Context: an optimization exercise on an open-source flow, tuned for small area and a short achievable clock period. The choices shown serve that exercise and are no tape-out recipe.
At most, simulation tests tie the RTL to the original design; equivalence was not proved.

== the previous run ==
// stack_core
module stack_core (
    input  logic              clk,
    input  logic              rst_n,
    input  logic              cmd_valid,
    input  isa_pkg::opcode_t  cmd_op,
    input  stack_pkg::word_t  cmd_imm,
    output logic              done,
    output logic              fault,
    output isa_pkg::fault_t   fault_code,
    output stack_pkg::word_t  tos,
    output stack_pkg::depth_t depth
);
==> flow/config.mk <==
export PLATFORM = sky130hd
export DESIGN_NAME = stack_core
export DESIGN_NICKNAME = stack_core
export VERILOG_FILES = /design/flow/design.v
export SDC_FILE = /design/flow/constraint.sdc
export NUM_CORES = 4
export LEC_CHECK = 0
export ABC_AREA = 1
export CAP_MARGIN = 20
export CORE_MARGIN = 2
export CORE_UTILIZATION = 60
export CTS_BUF_LIST = sky130_fd_sc_hd__clkbuf_8
export SLEW_MARGIN = 20
export SYNTH_HIERARCHICAL = 1
==> flow/constraint.sdc <==
create_clock -name core_clock -period 110.0 [get_ports {clk}]
set_input_delay 22.0000 -clock core_clock [delete_from_list [all_inputs] [get_ports {clk}]]
set_output_delay 22.0000 -clock core_clock [all_outputs]
set_load 0.01 [all_outputs]
standard.sh (not shown) runs the stock make flow with config.mk's settings and CLKGATE_MAP_FILE= SYNTH_SCRIPT=/design/flow/synth_recipe.tcl, a recipe that flattens the netlist after the stock synthesis.
==> flow/flow/run.sh <==
#!/bin/bash
# The standard layout, with these changes to how it is made:
# - the setup repair is asked to leave a margin of slack at the design's own
#   clock period, so that the resizer keeps working on the paths that set the
#   achieved period; the repair after global routing gets a slightly larger
#   margin, since detailed routing makes some paths a little slower than the
#   global-route estimate;
# - the port buffers (one on every input and output, as the standard flow
#   places them) are plain buffers rather than the default delay buffers.
set -euo pipefail
export BUFFER_PORTS_ARGS="-buffer_cell sky130_fd_sc_hd__buf_2"
SETUP_SLACK_MARGIN=85 bash standard.sh cts > standard_make_to_cts.log 2>&1
SETUP_SLACK_MARGIN=85.4 bash standard.sh > standard_make.log 2>&1
Every stage of the flow completed for the previous run, and the final layout passed the timing, design-rule and antenna checks.
What the current run does differently from the previous run at the input level:
--- a/flow/design.v
+++ b/flow/design.v
@@ -34,38 +34,40 @@
     typedef logic [2:0] sp_t;
 endpackage
 `default_nettype wire
 `timescale 1ns/1ps
 `timescale 1ns/1ps
 `timescale 1ns/1ps
 `default_nettype none
 module stack_control (
     input  logic              rst_n,
     input  logic              cmd_valid,
     input  isa_pkg::opcode_t  cmd_op,
     input  stack_pkg::depth_t depth,
+    input  logic              div_zero,
     output isa_pkg::fault_t   fault_c,
     output logic              inc,
     output logic              dec,
     output logic [6:0]        wr_en,
     output logic [6:0]        rd_sel,
     output logic [3:0]        lut,
     output logic              s_imm,
     output logic              s_add,
     output logic              s_sub,
     output logic              s_mul,
     output logic              s_quo,
     output logic              s_rem,
     output logic              s_shl,
-    output logic              s_shr
+    output logic              s_shr,
+    output logic              s_qhi
 );
     logic [3:0] code;
     logic       is_alu;
     logic       alu_legal;
     logic       ge1;
     logic       ge2;
     logic       full;
     logic       do_push, do_dup, do_pop, do_swap, do_neg, do_bin;
     assign code   = cmd_op[3:0];
     assign is_alu = ~cmd_op[4];
     assign ge1    = (depth != 4'd0);
     assign ge2    = (depth > 4'd1);
@@ -153,74 +155,77 @@
                 isa_pkg::IDIV: s_quo = 1'b1;
                 isa_pkg::IREM: s_rem = 1'b1;
                 isa_pkg::IOR:  lut   = 4'b1110;    
                 isa_pkg::IXOR: lut   = 4'b0110;    
                 isa_pkg::ISHL: s_shl = 1'b1;
                 isa_pkg::ISHR: s_shr = 1'b1;
                 default:       lut   = 4'b1000;    
             endcase
         end else begin
             lut = 4'b1010;                         
         end
     end
+    assign s_qhi = s_quo & div_zero;
 endmodule
 `default_nettype wire
 `timescale 1ns/1ps
 `default_nettype none
 module stack_core (
     input  logic              clk,
     input  logic              rst_n,
     input  logic              cmd_valid,
     input  isa_pkg::opcode_t  cmd_op,
     input  stack_pkg::word_t  cmd_imm,
     output logic              done,
     output logic              fault,
     output isa_pkg::fault_t   fault_code,
     output stack_pkg::word_t  tos,
     output stack_pkg::depth_t depth
 );
     stack_pkg::word_t  top;
     stack_pkg::word_t  next;
     stack_pkg::depth_t count;
     isa_pkg::fault_t   fault_c;
     logic inc, dec;
     logic [6:0] wr_en;
     logic [6:0] rd_sel;
     logic [3:0] lut;
-    logic s_imm, s_add, s_sub, s_mul, s_quo, s_rem, s_shl, s_shr;
+    logic s_imm, s_add, s_sub, s_mul, s_quo, s_rem, s_shl, s_shr, s_qhi;
     stack_pkg::word_t r_add, r_sub, r_mul, r_shl, r_shr;
     logic [15:0] r_quo, r_rem;
     logic        r_dz;
     stack_pkg::word_t top_d;
     assign tos   = top;
     assign depth = count;
     stack_control u_control (
         .rst_n     (rst_n),
         .cmd_valid (cmd_valid),
         .cmd_op    (cmd_op),
         .depth     (count),
+        .div_zero  (r_dz),
         .fault_c   (fault_c),
         .inc       (inc),
         .dec       (dec),
         .wr_en     (wr_en),
         .rd_sel    (rd_sel),
         .lut       (lut),
         .s_imm     (s_imm),
         .s_add     (s_add),
         .s_sub     (s_sub),
         .s_mul     (s_mul),
         .s_quo     (s_quo),
         .s_rem     (s_rem),
         .s_shl     (s_shl),
-        .s_shr     (s_shr)
+        .s_shr     (s_shr),
+        .s_qhi     (s_qhi)
     );
     stack_pkg::word_t entries [7];
     always_ff @(posedge clk) begin
         for (int i = 0; i < 7; i++) begin
             if (wr_en[i]) entries[i] <= top;
         end
     end
     always_comb begin
         next = '0;
         for (int i = 0; i < 7; i++) begin
             next = next | (entries[i] & {32{rd_sel[i]}});
         end
@@ -564,25 +569,25 @@
     wire dv_s11_r11 = dv_s11_ge3 ? dv_s11m3_s[11] : dv_s11_ge2 ? dv_s11m2_s[11] : dv_s11_ge1 ? dv_s11m1_s[11] : dv_s11_x11;
     wire dv_s11_r12 = dv_s11_ge3 ? dv_s11m3_s[12] : dv_s11_ge2 ? dv_s11m2_s[12] : dv_s11_ge1 ? dv_s11m1_s[12] : dv_s11_x12;
     wire dv_s11_r13 = dv_s11_ge3 ? dv_s11m3_s[13] : dv_s11_ge2 ? dv_s11m2_s[13] : dv_s11_ge1 ? dv_s11m1_s[13] : dv_s11_x13;
     wire dv_s11_r14 = dv_s11_ge3 ? dv_s11m3_s[14] : dv_s11_ge2 ? dv_s11m2_s[14] : dv_s11_ge1 ? dv_s11m1_s[14] : dv_s11_x14;
     wire dv_s11_r15 = dv_s11_ge3 ? dv_s11m3_s[15] : dv_s11_ge2 ? dv_s11m2_s[15] : dv_s11_ge1 ? dv_s11m1_s[15] : dv_s11_x15;
     assign dv_r = {dv_s11_r15, dv_s11_r14, dv_s11_r13, dv_s11_r12, dv_s11_r11, dv_s11_r10, dv_s11_r9, dv_s11_r8, dv_s11_r7, dv_s11_r6, dv_s11_r5, dv_s11_r4, dv_s11_r3, dv_s11_r2, dv_s11_r1, dv_s11_r0};
     always_comb begin
         for (int j = 0; j < 32; j++) begin
             top_d[j] = lut[{next[j], top[j]}] |
                        (s_imm & cmd_imm[j]) | (s_add & r_add[j]) | (s_sub & r_sub[j]) |
                        (s_mul & r_mul[j]) | (s_shl & r_shl[j]) | (s_shr & r_shr[j]);
             if (j < 16) top_d[j] = top_d[j] | (s_quo & r_quo[j]) | (s_rem & r_rem[j]);
-            else        top_d[j] = top_d[j] | (s_quo & r_dz);
+            else        top_d[j] = top_d[j] | s_qhi;
         end
     end
     always_ff @(posedge clk) begin
         top <= top_d;
         if (!rst_n) begin
             count      <= '0;
             done       <= 1'b0;
             fault      <= 1'b0;
             fault_code <= isa_pkg::FAULT_NONE;
         end else begin
             if (inc)      count <= count + 4'd1;
             else if (dec) count <= count - 4'd1;
Results
Non-clock buffer instance count of the final layout up 4.0% in the current run wrt the previous run
The current run: cell count is 54 lower than what the previous run reported.
The current run reports a lower net count after synthesis than the previous run does.
Via count improves in the current run relative to the previous run.
When the final numbers for the current run and the previous run were put side by side, the worst hold-check slack turned out to be greater in the current run.
Layout filler cell count (higher): the previous run
Row wire length: the current run higher / the previous run lower
Only the layout flow was run in the current run; the RTL was not checked for function there.

[afterwards: timing with drivers on the ports]
No port has a modelled driver above. Below, the same layouts with a new extraction and two added sets of constraints.
Step 1: set_driving_cell puts a clkbuf_16 on clk and a buf_2 on each other input, an assumption about the parent block.
Step 2, shift: input delay + t, output delay - t, t = (earliest + latest rising clock arrival at the registers) / 2. This alone moves slack from input paths to output paths.
a / b / c = no drivers / after step 1 / after step 2; a / b = the first two.
| run | t, ns | setup WS [ns] | clock arrival spread, ns | pins driven straight from the clock port |
|---|---|---|---|---|
| the previous run | 0.621 | 85.475 / 85.499 / 84.879 | 0.041 / 0.041 | 1 |
| the current run | 0.654 | 85.347 / 85.373 / 84.719 | 0.078 / 0.078 | 1 |
After both steps setup and hold are still met in every run listed. For the current run, which loses most, drivers alone change the setup slack by +0.026 ns; drivers and shift together by -0.628 ns.
